This is an optimization exercise on Yosys and OpenROAD, whose aim is small area, a short achievable clock period and few clock cycles per item, not a production implementation.
The RTL was checked by simulation tests, not by an equivalence proof against the original design.
Power and IR drop assume default switching activity.

File: flow/run.sh
#!/bin/bash
# synth_recipe.tcl (not shown) runs the flow's synth.tcl, then flattens the netlist and writes it again
# the make line also repeats each setting of config.mk as NAME=value (left out here)
make -C /OpenROAD-flow-scripts/flow DESIGN_CONFIG=/design/flow/config.mk WORK_HOME=/design/flow/orfs CLKGATE_MAP_FILE= SYNTH_SCRIPT=/design/flow/synth_recipe.tcl finish
File: flow/config.mk
export PLATFORM = sky130hd
export DESIGN_NAME = TripleDesTop
export DESIGN_NICKNAME = TripleDesTop
export VERILOG_FILES = /design/flow/design.v
export SDC_FILE = /design/flow/constraint.sdc
export NUM_CORES = 4
export LEC_CHECK = 0
export CAP_MARGIN = 20
export CORE_MARGIN = 2
export CORE_UTILIZATION = 40
export SLEW_MARGIN = 20
File: flow/constraint.sdc
create_clock -name core_clock -period 7.0 [get_ports {HCLK}]
set_input_delay 1.4000 -clock core_clock [delete_from_list [all_inputs] [get_ports {HCLK}]]
set_output_delay 1.4000 -clock core_clock [all_outputs]
set_load 0.01 [all_outputs]
File: flow/design.v
`timescale 1ns/1ps
module AhbSlaveController
(
  input logic HCLK,
  input logic HRESET,
  input logic HSEL,
  input logic [31:0] HADDR,
  input logic [1:0] HTRANS,
  input logic HWRITE,
  input logic [2:0] HSIZE,
  input logic [2:0] HBURST,
  input logic HMASTLOCK,
  input logic HREADY,
  input logic [63:0] HWDATA,
  output logic [63:0] HRDATA,
  output logic HREADYOUT,
  output logic HRESP,
  output logic reqValid,
  input logic reqReady,
  output logic [63:0] reqBlock,
  output logic reqDir,
  output logic [63:0] reqKey1,
  output logic [63:0] reqKey2,
  output logic [63:0] reqKey3,
  input logic reqResultValid,
  output logic reqResultReady,
  input logic [63:0] reqResult
);
  localparam logic [1:0] TransIdle = 2'b00;
  localparam logic [1:0] TransBusy = 2'b01;
  localparam logic [1:0] TransNonSeq = 2'b10;
  localparam logic [1:0] TransSeq = 2'b11;
  localparam logic [2:0] RegMode = 3'd0;
  localparam logic [2:0] RegKey1 = 3'd1;
  localparam logic [2:0] RegKey2 = 3'd2;
  localparam logic [2:0] RegKey3 = 3'd3;
  localparam logic [2:0] RegDataIn = 3'd4;
  localparam logic [2:0] RegResult = 3'd5;
  localparam logic [2:0] RegNone = 3'd7;
  logic [2:0] addrReg;
  logic [2:0] phaseReg;
  logic transfer;
  logic illegal;
  logic phaseActive;
  logic phaseWrite;
  logic phaseError;
  logic errLate;
  logic writeNow;
  logic resultRead;
  logic resultDone;
  logic resultFull;
  logic [63:0] modeReg;
  logic [63:0] key1Reg;
  logic [63:0] key2Reg;
  logic [63:0] key3Reg;
  logic [63:0] dataReg;
  logic [63:0] resultReg;
  always_comb
  begin
    case (HADDR)
      (32'hAAAAAAA0 + 32'h00): addrReg = RegMode;
      (32'hAAAAAAA0 + 32'h08): addrReg = RegKey1;
      (32'hAAAAAAA0 + 32'h10): addrReg = RegKey2;
      (32'hAAAAAAA0 + 32'h18): addrReg = RegKey3;
      (32'hAAAAAAA0 + 32'h20): addrReg = RegDataIn;
      (32'hAAAAAAA0 + 32'h28): addrReg = RegResult;
      default: addrReg = RegNone;
    endcase
  end
  assign transfer = HSEL && HREADY &&
                    (HTRANS == TransNonSeq || HTRANS == TransSeq);
  assign illegal = (HSIZE != 3'b011) || (HBURST != 3'b000) || HMASTLOCK ||
                   (addrReg == RegNone) ||
                   (HWRITE && addrReg == RegResult);
  assign writeNow = phaseActive && !phaseError && phaseWrite && HREADYOUT;
  assign resultRead = phaseActive && !phaseError && !phaseWrite &&
                      (phaseReg == RegResult);
  assign resultDone = resultRead && HREADYOUT;
  always_ff @(posedge HCLK, negedge HRESET)
  begin
    if (!HRESET)
    begin
      phaseActive <= 1'b0;
      phaseWrite <= 1'b0;
      phaseError <= 1'b0;
      phaseReg <= RegNone;
      errLate <= 1'b0;
      resultFull <= 1'b0;
      modeReg <= '0;
    end
    else
    begin
      errLate <= phaseActive && phaseError && !errLate;
      if (HREADY)
      begin
        phaseActive <= transfer;
        phaseWrite <= HWRITE;
        phaseError <= transfer && illegal;
        phaseReg <= addrReg;
      end
      if (writeNow && phaseReg == RegMode)
        modeReg <= HWDATA;
      if (resultDone)
        resultFull <= 1'b0;
      else if (reqResultValid && reqResultReady)
        resultFull <= 1'b1;
    end
  end
  always_ff @(posedge HCLK)
  begin
    if (writeNow)
    begin
      case (phaseReg)
        RegKey1: key1Reg <= HWDATA;
        RegKey2: key2Reg <= HWDATA;
        RegKey3: key3Reg <= HWDATA;
        RegDataIn: dataReg <= HWDATA;
        default: ;
      endcase
    end
    if (reqResultValid && reqResultReady && !resultDone)
      resultReg <= reqResult;
  end
  always_comb
  begin
    HRESP = 1'b0;
    HREADYOUT = 1'b1;
    HRDATA = '0;
    if (phaseActive && phaseError)
    begin
      HRESP = 1'b1;
      HREADYOUT = errLate;
    end
    else if (phaseActive && phaseWrite)
    begin
      if (phaseReg == RegDataIn)
        HREADYOUT = reqReady;
    end
    else if (phaseActive)
    begin
      case (phaseReg)
        RegMode: HRDATA = modeReg;
        RegKey1: HRDATA = key1Reg;
        RegKey2: HRDATA = key2Reg;
        RegKey3: HRDATA = key3Reg;
        RegDataIn: HRDATA = dataReg;
        RegResult:
        begin
          HREADYOUT = resultFull || reqResultValid;
          HRDATA = resultFull ? resultReg : reqResult;
        end
        default: HRDATA = '0;
      endcase
    end
  end
  assign reqValid = phaseActive && !phaseError && phaseWrite &&
                    (phaseReg == RegDataIn);
  assign reqBlock = HWDATA;
  assign reqDir = modeReg[0];
  assign reqKey1 = key1Reg;
  assign reqKey2 = key2Reg;
  assign reqKey3 = key3Reg;
  assign reqResultReady = !resultFull;
endmodule
`timescale 1ns/1ps
module TripleDesSequencer
(
  input logic HCLK,
  input logic HRESET,
  input logic reqValid,
  output logic reqReady,
  input logic [63:0] reqBlock,
  input logic reqDir,
  input logic [63:0] reqKey1,
  input logic [63:0] reqKey2,
  input logic [63:0] reqKey3,
  output logic reqResultValid,
  input logic reqResultReady,
  output logic [63:0] reqResult,
  output logic passValid,
  input logic passReady,
  output logic [63:0] passBlock,
  output logic [63:0] passKey,
  output logic passDir,
  input logic passResultValid,
  output logic passResultReady,
  input logic [63:0] passResult
);
  localparam logic [1:0] SeqIdle = 2'd0;
  localparam logic [1:0] SeqIssue = 2'd1;
  localparam logic [1:0] SeqWait = 2'd2;
  localparam logic [1:0] SeqDone = 2'd3;
  localparam logic Encrypt = 1'b0;
  localparam logic Decrypt = 1'b1;
  logic [1:0] state;
  logic [1:0] passCnt;
  logic dir;
  logic [63:0] key1;
  logic [63:0] key2;
  logic [63:0] key3;
  logic [63:0] block;
  always_ff @(posedge HCLK, negedge HRESET)
  begin
    if (!HRESET)
    begin
      state <= SeqIdle;
      passCnt <= '0;
    end
    else
    begin
      case (state)
        SeqIdle:
          if (reqValid)
          begin
            state <= SeqIssue;
            passCnt <= '0;
          end
        SeqIssue:
          if (passReady)
            state <= SeqWait;
        SeqWait:
          if (passResultValid)
          begin
            if (passCnt == 2'd2)
              state <= SeqDone;
            else
            begin
              state <= SeqIssue;
              passCnt <= passCnt + 2'd1;
            end
          end
        default:
          if (reqResultReady)
            state <= SeqIdle;
      endcase
    end
  end
  always_ff @(posedge HCLK)
  begin
    if (state == SeqIdle && reqValid)
    begin
      block <= reqBlock;
      dir <= reqDir;
      key1 <= reqKey1;
      key2 <= reqKey2;
      key3 <= reqKey3;
    end
    else if (state == SeqWait && passResultValid)
      block <= passResult;
  end
  always_comb
  begin
    if (passCnt == 2'd1)
      passDir = (dir == Encrypt) ? Decrypt : Encrypt;
    else
      passDir = dir;
    case (passCnt)
      2'd0: passKey = (dir == Encrypt) ? key1 : key3;
      2'd1: passKey = key2;
      default: passKey = (dir == Encrypt) ? key3 : key1;
    endcase
  end
  assign passValid = (state == SeqIssue);
  assign passBlock = block;
  assign passResultReady = (state == SeqWait);
  assign reqReady = (state == SeqIdle);
  assign reqResultValid = (state == SeqDone);
  assign reqResult = block;
endmodule
`timescale 1ns/1ps
module DesEngine
(
  input logic HCLK,
  input logic HRESET,
  input logic passValid,
  output logic passReady,
  input logic [63:0] passBlock,
  input logic [63:0] passKey,
  input logic passDir,
  input logic passResultReady,
  output logic passResultValid,
  output logic [63:0] passResult
);
  localparam logic [1:0] EngIdle = 2'd0;
  localparam logic [1:0] EngRound = 2'd1;
  localparam logic [1:0] EngFinal = 2'd2;
  localparam logic [1:0] EngDone = 2'd3;
  localparam logic Encrypt = 1'b0;
  localparam logic Decrypt = 1'b1;
  localparam logic [511:0] IpTable = {
    8'd58, 8'd50, 8'd42, 8'd34, 8'd26, 8'd18, 8'd10, 8'd2, 8'd60, 8'd52, 8'd44, 8'd36,
    8'd28, 8'd20, 8'd12, 8'd4, 8'd62, 8'd54, 8'd46, 8'd38, 8'd30, 8'd22, 8'd14, 8'd6,
    8'd64, 8'd56, 8'd48, 8'd40, 8'd32, 8'd24, 8'd16, 8'd8, 8'd57, 8'd49, 8'd41, 8'd33,
    8'd25, 8'd17, 8'd9, 8'd1, 8'd59, 8'd51, 8'd43, 8'd35, 8'd27, 8'd19, 8'd11, 8'd3,
    8'd61, 8'd53, 8'd45, 8'd37, 8'd29, 8'd21, 8'd13, 8'd5, 8'd63, 8'd55, 8'd47, 8'd39,
    8'd31, 8'd23, 8'd15, 8'd7};
  localparam logic [383:0] ExpTable = {
    8'd32, 8'd1, 8'd2, 8'd3, 8'd4, 8'd5, 8'd4, 8'd5, 8'd6, 8'd7, 8'd8, 8'd9,
    8'd8, 8'd9, 8'd10, 8'd11, 8'd12, 8'd13, 8'd12, 8'd13, 8'd14, 8'd15, 8'd16, 8'd17,
    8'd16, 8'd17, 8'd18, 8'd19, 8'd20, 8'd21, 8'd20, 8'd21, 8'd22, 8'd23, 8'd24, 8'd25,
    8'd24, 8'd25, 8'd26, 8'd27, 8'd28, 8'd29, 8'd28, 8'd29, 8'd30, 8'd31, 8'd32, 8'd1};
  localparam logic [255:0] PTable = {
    8'd16, 8'd7, 8'd20, 8'd21, 8'd29, 8'd12, 8'd28, 8'd17, 8'd1, 8'd15, 8'd23, 8'd26,
    8'd5, 8'd18, 8'd31, 8'd10, 8'd2, 8'd8, 8'd24, 8'd14, 8'd32, 8'd27, 8'd3, 8'd9,
    8'd19, 8'd13, 8'd30, 8'd6, 8'd22, 8'd11, 8'd4, 8'd25};
  localparam logic [447:0] Pc1Table = {
    8'd57, 8'd49, 8'd41, 8'd33, 8'd25, 8'd17, 8'd9, 8'd1, 8'd58, 8'd50, 8'd42, 8'd34,
    8'd26, 8'd18, 8'd10, 8'd2, 8'd59, 8'd51, 8'd43, 8'd35, 8'd27, 8'd19, 8'd11, 8'd3,
    8'd60, 8'd52, 8'd44, 8'd36, 8'd63, 8'd55, 8'd47, 8'd39, 8'd31, 8'd23, 8'd15, 8'd7,
    8'd62, 8'd54, 8'd46, 8'd38, 8'd30, 8'd22, 8'd14, 8'd6, 8'd61, 8'd53, 8'd45, 8'd37,
    8'd29, 8'd21, 8'd13, 8'd5, 8'd28, 8'd20, 8'd12, 8'd4};
  localparam logic [383:0] Pc2Table = {
    8'd14, 8'd17, 8'd11, 8'd24, 8'd1, 8'd5, 8'd3, 8'd28, 8'd15, 8'd6, 8'd21, 8'd10,
    8'd23, 8'd19, 8'd12, 8'd4, 8'd26, 8'd8, 8'd16, 8'd7, 8'd27, 8'd20, 8'd13, 8'd2,
    8'd41, 8'd52, 8'd31, 8'd37, 8'd47, 8'd55, 8'd30, 8'd40, 8'd51, 8'd45, 8'd33, 8'd48,
    8'd44, 8'd49, 8'd39, 8'd56, 8'd34, 8'd53, 8'd46, 8'd42, 8'd50, 8'd36, 8'd29, 8'd32};
  localparam logic [2047:0] SBoxes = {
    256'hE4D12FB83A6C5907_0F74E2D1A6CB9538_41E8D62BFC973A50_FC8249175B3EA06D,
    256'hF18E6B34972DC05A_3D47F28EC01A69B5_0E7BA4D158C6932F_D8A13F42B67C05E9,
    256'hA09E63F51DC7B428_D709346A285ECBF1_D6498F30B12C5AE7_1AD069874FE3B52C,
    256'h7DE3069A1285BC4F_D8B56F03472C1AE9_A690CB7DF13E5284_3F06A1D8945BC72E,
    256'h2C417AB6853FD0E9_EB2C47D150FA3986_421BAD78F9C5630E_B8C71E2D6F09A453,
    256'hC1AF92680D34E75B_AF427C9561DE0B38_9EF528C3704A1DB6_432C95FABE17608D,
    256'h4B2EF08D3C975A61_D0B7491AE35C2F86_14BDC37EAF680592_6BD814A7950FE23C,
    256'hD2846FB1A93E50C7_1FD8A374C56B0E92_7B419CE206ADF358_21E74A8DFC90356B};
  logic [1:0] state;
  logic [3:0] roundCnt;
  logic dir;
  logic [63:0] data;
  logic [63:0] nextData;
  logic [55:0] cd;
  logic [55:0] nextCd;
  function automatic logic [63:0] initialPerm(input logic [63:0] x);
    logic [63:0] y;
    for (int i = 0; i < 64; i++)
      y[63 - i] = x[64 - IpTable[(63 - i) * 8 +: 8]];
    initialPerm = y;
  endfunction
  function automatic logic [63:0] finalPerm(input logic [63:0] x);
    logic [63:0] y;
    for (int i = 0; i < 64; i++)
      y[64 - IpTable[(63 - i) * 8 +: 8]] = x[63 - i];
    finalPerm = y;
  endfunction
  function automatic logic [55:0] pc1(input logic [63:0] key);
    logic [55:0] y;
    for (int i = 0; i < 56; i++)
      y[55 - i] = key[64 - Pc1Table[(55 - i) * 8 +: 8]];
    pc1 = y;
  endfunction
  function automatic logic [47:0] pc2(input logic [55:0] k);
    logic [47:0] y;
    for (int i = 0; i < 48; i++)
      y[47 - i] = k[56 - Pc2Table[(47 - i) * 8 +: 8]];
    pc2 = y;
  endfunction
  function automatic logic [55:0] rotateKey(input logic [55:0] k, input logic d,
                                            input logic [3:0] round);
    logic [27:0] c;
    logic [27:0] e;
    logic [1:0] amount;
    c = k[55:28];
    e = k[27:0];
    if (round == 4'd0 || round == 4'd1 || round == 4'd8 || round == 4'd15)
      amount = 2'd1;
    else
      amount = 2'd2;
    if (d == Decrypt && round == 4'd0)
      amount = 2'd0;
    for (int s = 0; s < 2; s++)
    begin
      if (s < amount && d == Encrypt)
      begin
        c = {c[26:0], c[27]};
        e = {e[26:0], e[27]};
      end
      else if (s < amount)
      begin
        c = {c[0], c[27:1]};
        e = {e[0], e[27:1]};
      end
    end
    rotateKey = {c, e};
  endfunction
  function automatic logic [31:0] feistel(input logic [31:0] r, input logic [47:0] subKey);
    logic [47:0] x;
    logic [31:0] s;
    logic [31:0] y;
    logic [5:0] chunk;
    logic [5:0] idx;
    for (int i = 0; i < 48; i++)
      x[47 - i] = r[32 - ExpTable[(47 - i) * 8 +: 8]];
    x = x ^ subKey;
    for (int n = 0; n < 8; n++)
    begin
      chunk = x[47 - 6 * n -: 6];
      idx = {chunk[5], chunk[0], chunk[4:1]};
      s[31 - 4 * n -: 4] = SBoxes[2047 - 256 * n - 4 * idx -: 4];
    end
    for (int i = 0; i < 32; i++)
      y[31 - i] = s[32 - PTable[(31 - i) * 8 +: 8]];
    feistel = y;
  endfunction
  always_comb
  begin
    nextCd = rotateKey(cd, dir, roundCnt);
    nextData[63:32] = data[31:0];
    nextData[31:0] = data[63:32] ^ feistel(data[31:0], pc2(nextCd));
  end
  always_ff @(posedge HCLK, negedge HRESET)
  begin
    if (!HRESET)
    begin
      state <= EngIdle;
      roundCnt <= '0;
    end
    else
    begin
      case (state)
        EngIdle:
          if (passValid)
          begin
            state <= EngRound;
            roundCnt <= '0;
          end
        EngRound:
        begin
          roundCnt <= roundCnt + 4'd1;
          if (roundCnt == 4'(16 - 1))
            state <= EngFinal;
        end
        EngFinal: state <= EngDone;
        default:
          if (passResultReady)
            state <= EngIdle;
      endcase
    end
  end
  always_ff @(posedge HCLK)
  begin
    case (state)
      EngIdle:
        if (passValid)
        begin
          data <= initialPerm(passBlock);
          cd <= pc1(passKey);
          dir <= passDir;
        end
      EngRound:
      begin
        data <= nextData;
        cd <= nextCd;
      end
      EngFinal: data <= finalPerm({data[31:0], data[63:32]});
      default: ;
    endcase
  end
  assign passReady = (state == EngIdle);
  assign passResultValid = (state == EngDone);
  assign passResult = data;
endmodule
`timescale 1ns/1ps
module TripleDesTop
(
  input logic HCLK,
  input logic HRESET,
  input logic HSEL,
  input logic [31:0] HADDR,
  input logic [1:0] HTRANS,
  input logic HWRITE,
  input logic [2:0] HSIZE,
  input logic [2:0] HBURST,
  input logic HMASTLOCK,
  input logic HREADY,
  input logic [63:0] HWDATA,
  output logic [63:0] HRDATA,
  output logic HREADYOUT,
  output logic HRESP
);
  logic reqValid;
  logic reqReady;
  logic [63:0] reqBlock;
  logic reqDir;
  logic [63:0] reqKey1;
  logic [63:0] reqKey2;
  logic [63:0] reqKey3;
  logic reqResultValid;
  logic reqResultReady;
  logic [63:0] reqResult;
  logic passValid;
  logic passReady;
  logic [63:0] passBlock;
  logic [63:0] passKey;
  logic passDir;
  logic passResultValid;
  logic passResultReady;
  logic [63:0] passResult;
  AhbSlaveController controller
  (
    .HCLK(HCLK),
    .HRESET(HRESET),
    .HSEL(HSEL),
    .HADDR(HADDR),
    .HTRANS(HTRANS),
    .HWRITE(HWRITE),
    .HSIZE(HSIZE),
    .HBURST(HBURST),
    .HMASTLOCK(HMASTLOCK),
    .HREADY(HREADY),
    .HWDATA(HWDATA),
    .HRDATA(HRDATA),
    .HREADYOUT(HREADYOUT),
    .HRESP(HRESP),
    .reqValid(reqValid),
    .reqReady(reqReady),
    .reqBlock(reqBlock),
    .reqDir(reqDir),
    .reqKey1(reqKey1),
    .reqKey2(reqKey2),
    .reqKey3(reqKey3),
    .reqResultValid(reqResultValid),
    .reqResultReady(reqResultReady),
    .reqResult(reqResult)
  );
  TripleDesSequencer sequencer
  (
    .HCLK(HCLK),
    .HRESET(HRESET),
    .reqValid(reqValid),
    .reqReady(reqReady),
    .reqBlock(reqBlock),
    .reqDir(reqDir),
    .reqKey1(reqKey1),
    .reqKey2(reqKey2),
    .reqKey3(reqKey3),
    .reqResultValid(reqResultValid),
    .reqResultReady(reqResultReady),
    .reqResult(reqResult),
    .passValid(passValid),
    .passReady(passReady),
    .passBlock(passBlock),
    .passKey(passKey),
    .passDir(passDir),
    .passResultValid(passResultValid),
    .passResultReady(passResultReady),
    .passResult(passResult)
  );
  DesEngine engine
  (
    .HCLK(HCLK),
    .HRESET(HRESET),
    .passValid(passValid),
    .passReady(passReady),
    .passBlock(passBlock),
    .passKey(passKey),
    .passDir(passDir),
    .passResultValid(passResultValid),
    .passResultReady(passResultReady),
    .passResult(passResult)
  );
endmodule
==> notes.md <==
[stage by stage]
stage               instance area, um^2  hold slack, ns
finish                            45200           0.429
global route                      45200           0.439
CTS                               45200           0.422
detailed placement                42500           0.421
global placement                  42500           0.413
floorplan                         39400           0.402
[cell type report]
| class | count | area, um^2 |
|---|---|---|
| repair buffers | 256 | 2450 |
| clock inverters | 33 | 383 |
| multi-input cells | 2263 | 15900 |
| diodes | 1 | 2.50 |
| clock buffers | 116 | 2270 |
| fillers | 8898 | 52800 |
| flip-flops and latches | 756 | 22300 |
| inverters | 63 | 245 |
| well taps | 1287 | 1610 |
[cells in the mapped netlist, drive strengths merged (55+ instances only)]
master,number,area [um^2]
mux2,109,1230
nor2,189,714
edfxtp,674,20200
dfrtp,79,1980
a21oi,295,1490
a22oi,178,1340
mux2i,111,1110
o21ai,161,817
xnor2,61,636
inv,61,229
a211oi,55,418
buf,57,302
clkbuf,192,721
a221oi,123,1080
nand2,347,1300
ha,76,951
[cells by family after synthesis]
family                     synth area share
xor gates and xnor gates             0.0279
adders and majority gates            0.0242
AOI/OAI and AO/OA                     0.186
muxes                                0.0784
DFF                                   0.566
and+or+nand+nor                      0.0850
buffers and inverters                0.0320
[power by group]
| group | switching (uW) | total, uW | internal, uW | leakage (uW) |
|---|---|---|---|---|
| registers | 946 | 6710 | 5770 | 0.00728 |
| logic | 9010 | 14000 | 5030 | 0.00722 |
| clock network | 1860 | 4290 | 2430 | 0.00128 |
| total | 11800 | 25000 | 13200 | 0.0158 |
[registers in the layout, summed over array words and instances (netlist names), 64 cells and up]
signal and flops:
controller.key3Reg 64, controller.key2Reg 64, sequencer.block 64, engine.data 64
controller.key1Reg 64, controller.dataReg 64, controller.modeReg 64, controller.resultReg 64
[placed cells by master, fill, tap and decap left out, types with 21 or more instances in the layout]
| master | count |
|---|---|
| dfrtp_1 | 78 |
| a31oi_1 | 21 |
| a22oi_1 | 178 |
| mux2_2 | 102 |
| edfxtp_1 | 674 |
| inv_1 | 53 |
| clkbuf_1 | 24 |
| nor2_1 | 182 |
| a221oi_1 | 123 |
| buf_4 | 75 |
| a21oi_1 | 294 |
| a211oi_1 | 54 |
| and3_1 | 22 |
| xnor2_1 | 48 |
| nand2b_1 | 23 |
| o21ai_0 | 142 |
| xor2_1 | 40 |
| ha_1 | 72 |
| mux4_2 | 33 |
| o211ai_1 | 45 |
| nand2_1 | 344 |
| mux2i_1 | 111 |
| nor3_1 | 45 |
| clkdlybuf4s50_1 | 173 |
| nand3_1 | 48 |
| clkbuf_16 | 81 |
[final timing paths]
path	startpoint	endpoint	slack [ns]	cells past startpoint
hold reg to reg	controller.key3Reg[20]	sequencer.key3[20]	0.43	0
setup / recovery	engine.roundCnt[0]	engine.data[2]	1.33	14
max in group asynchronous	HRESET	engine.roundCnt[0]	5.37	2
hold / removal	controller.key3Reg[20]	sequencer.key3[20]	0.43	0
min in group asynchronous	HRESET	controller.modeReg[32]	0.59	1
setup reg to reg	engine.roundCnt[0]	engine.data[2]	1.33	14
[critical path, cell delays in order, from the launching register on]
cell       delay [ns]
dfrtp_1          0.45
inv_1            0.07
ha_1             0.29
or2_2            0.40
o21ai_4          0.60
buf_4            0.47
mux2i_1          0.40
mux2_2           0.43
nor2_1           0.65
ha_1             0.52
and2_0           0.20
o311ai_0         0.38
a2111oi_0        0.19
nor3_1           0.23
o31ai_1          0.09
[metal layers]
layer	share of wire	routed length [um]
met1	0.42	55100
met2	0.46	60800
met3	0.085	11300
met4	0.040	5360
met5	0.00020	26
==> qor.txt <==
Flops & latches, synth = 756
Post-DRT Antenna Nets = 0
Setup TNS = 0 ns
Critical Path RT = 7.36 ns
Vias per cell = 6.29
I/O pins = 176
Die height = 318 um
Clock Skew = 0.0470 ns
PortBufs = 174
Global Route met1 Usage = 0.356
Inserted Clock Buffers = 81
RSZ-0062 raised after global routing = false
Power per standard cell area = 554 mW/mm^2
Slew headroom = 0.284
Yosys warns = 3
Area Overhead vs Synth = 14.8%
Initial Util = 0.402
Final worst-path cycle share = 0.810
Largest net degree at the start of global routing = 145
Synthesized cell area = 0.0394 mm^2
CP Capture Type = register
HP Class = register to register
CTS tree = yes
H-tree depth = 3
Worst VDD drop = 307 uV
Drt wl/cell = 27.8 um
Routed via count = 30100
Post-CTS Setup Inserts = 0
DIE WIDTH = 318 um
Core area = 0.0980 mm^2
Total Power = 25000 uW
Final cell count without fillers = 4775
Total grt overflow = 0
Async set or reset register ratio after synthesis = 0.108
Crit start category = register
Post_cts resized = 0
Final HPWL DP = 88700 um
Syn_nets = 3517
Antenna violations before repair = 3
Worst slew pin tran = 1.07 ns
Rows = 115
Max-slew violation count = 0
Register area share after synthesis = 0.566
CTS max path bufs = 3
Arr. time, crit path = 6.03 ns
Hold Buf Count CTS = 0
Crit path max fanout = 25
Ys flop type = edfxtp_1
Drt total wl = 133000 um
Cell variety after synth = 97
Iteration-0 DRC Markers = 3349
Die area = 0.101 mm^2
CP Class = register to register
GP Congestion = 0.965
Layout net count = 3607
Gr busiest metal = met2
Placed cells = 4625
Global Route met3 Usage = 0.0427
Syn Area/Cell = 11.8 um^2
Post-Syn Instances = 3331
CTS Sinks = 756
Share of post-route cells with drive strength above 1 = 0.118
Fmax = 176 MHz
Post-route DRC = 0
Post-synth EDFFs = 674
Final Hold Fails = 0
Final Core Density = 0.461
Status = complete, no violations
Leak pwr = 0.0158 uW
Final setup viols = 0
Tmin final = 5.67 ns
First drt pass iteration count = 6
Worst-skew pair later-pin latency = 0.67 ns
Clk Tree Root Cell = clkbuf_16
Gr usage total = 0.256
CTS clk-pin slew, worst paths = 0.06 ns
Vias in the first global route = 28600
Max-cap viol count = 0
GR Layer Usage met2 = 0.400
Place WS = 1.37 ns
Final WS setup = 1.33 ns
First-pass GRT wire length = 195000 um
Testbench counts, summed over its fixed seeds: cycles 18,920, items 320.

port drivers added, routing unchanged:
In the flow no input, the clock included, has a driving cell. The finished layout below was timed again as built, in two steps.
Step 1 assumes that a clkbuf_16 drives the clock port and a buf_2 every other input.
Step 2 adds t to the input delays and takes it off the output delays; t is the mean of the earliest and latest rising clock arrival at the registers after step 1. Input paths then give back, and output paths get back, about the clock's delay inside the block.
Slacks: ideal ports / drivers / drivers and shift; pairs: ideal ports / drivers.
t (ns): 0.711
slack for setup (ns): 1.330 / 1.330 / 1.330
worst register clock-pin slew, ns: 0.07 / 0.07
worst data-port slew with drivers (ns): 0.05
After both steps setup and hold are still met in this run. The setup slack of this run moves by 0.000 ns with the drivers and by 0.000 ns with both steps.
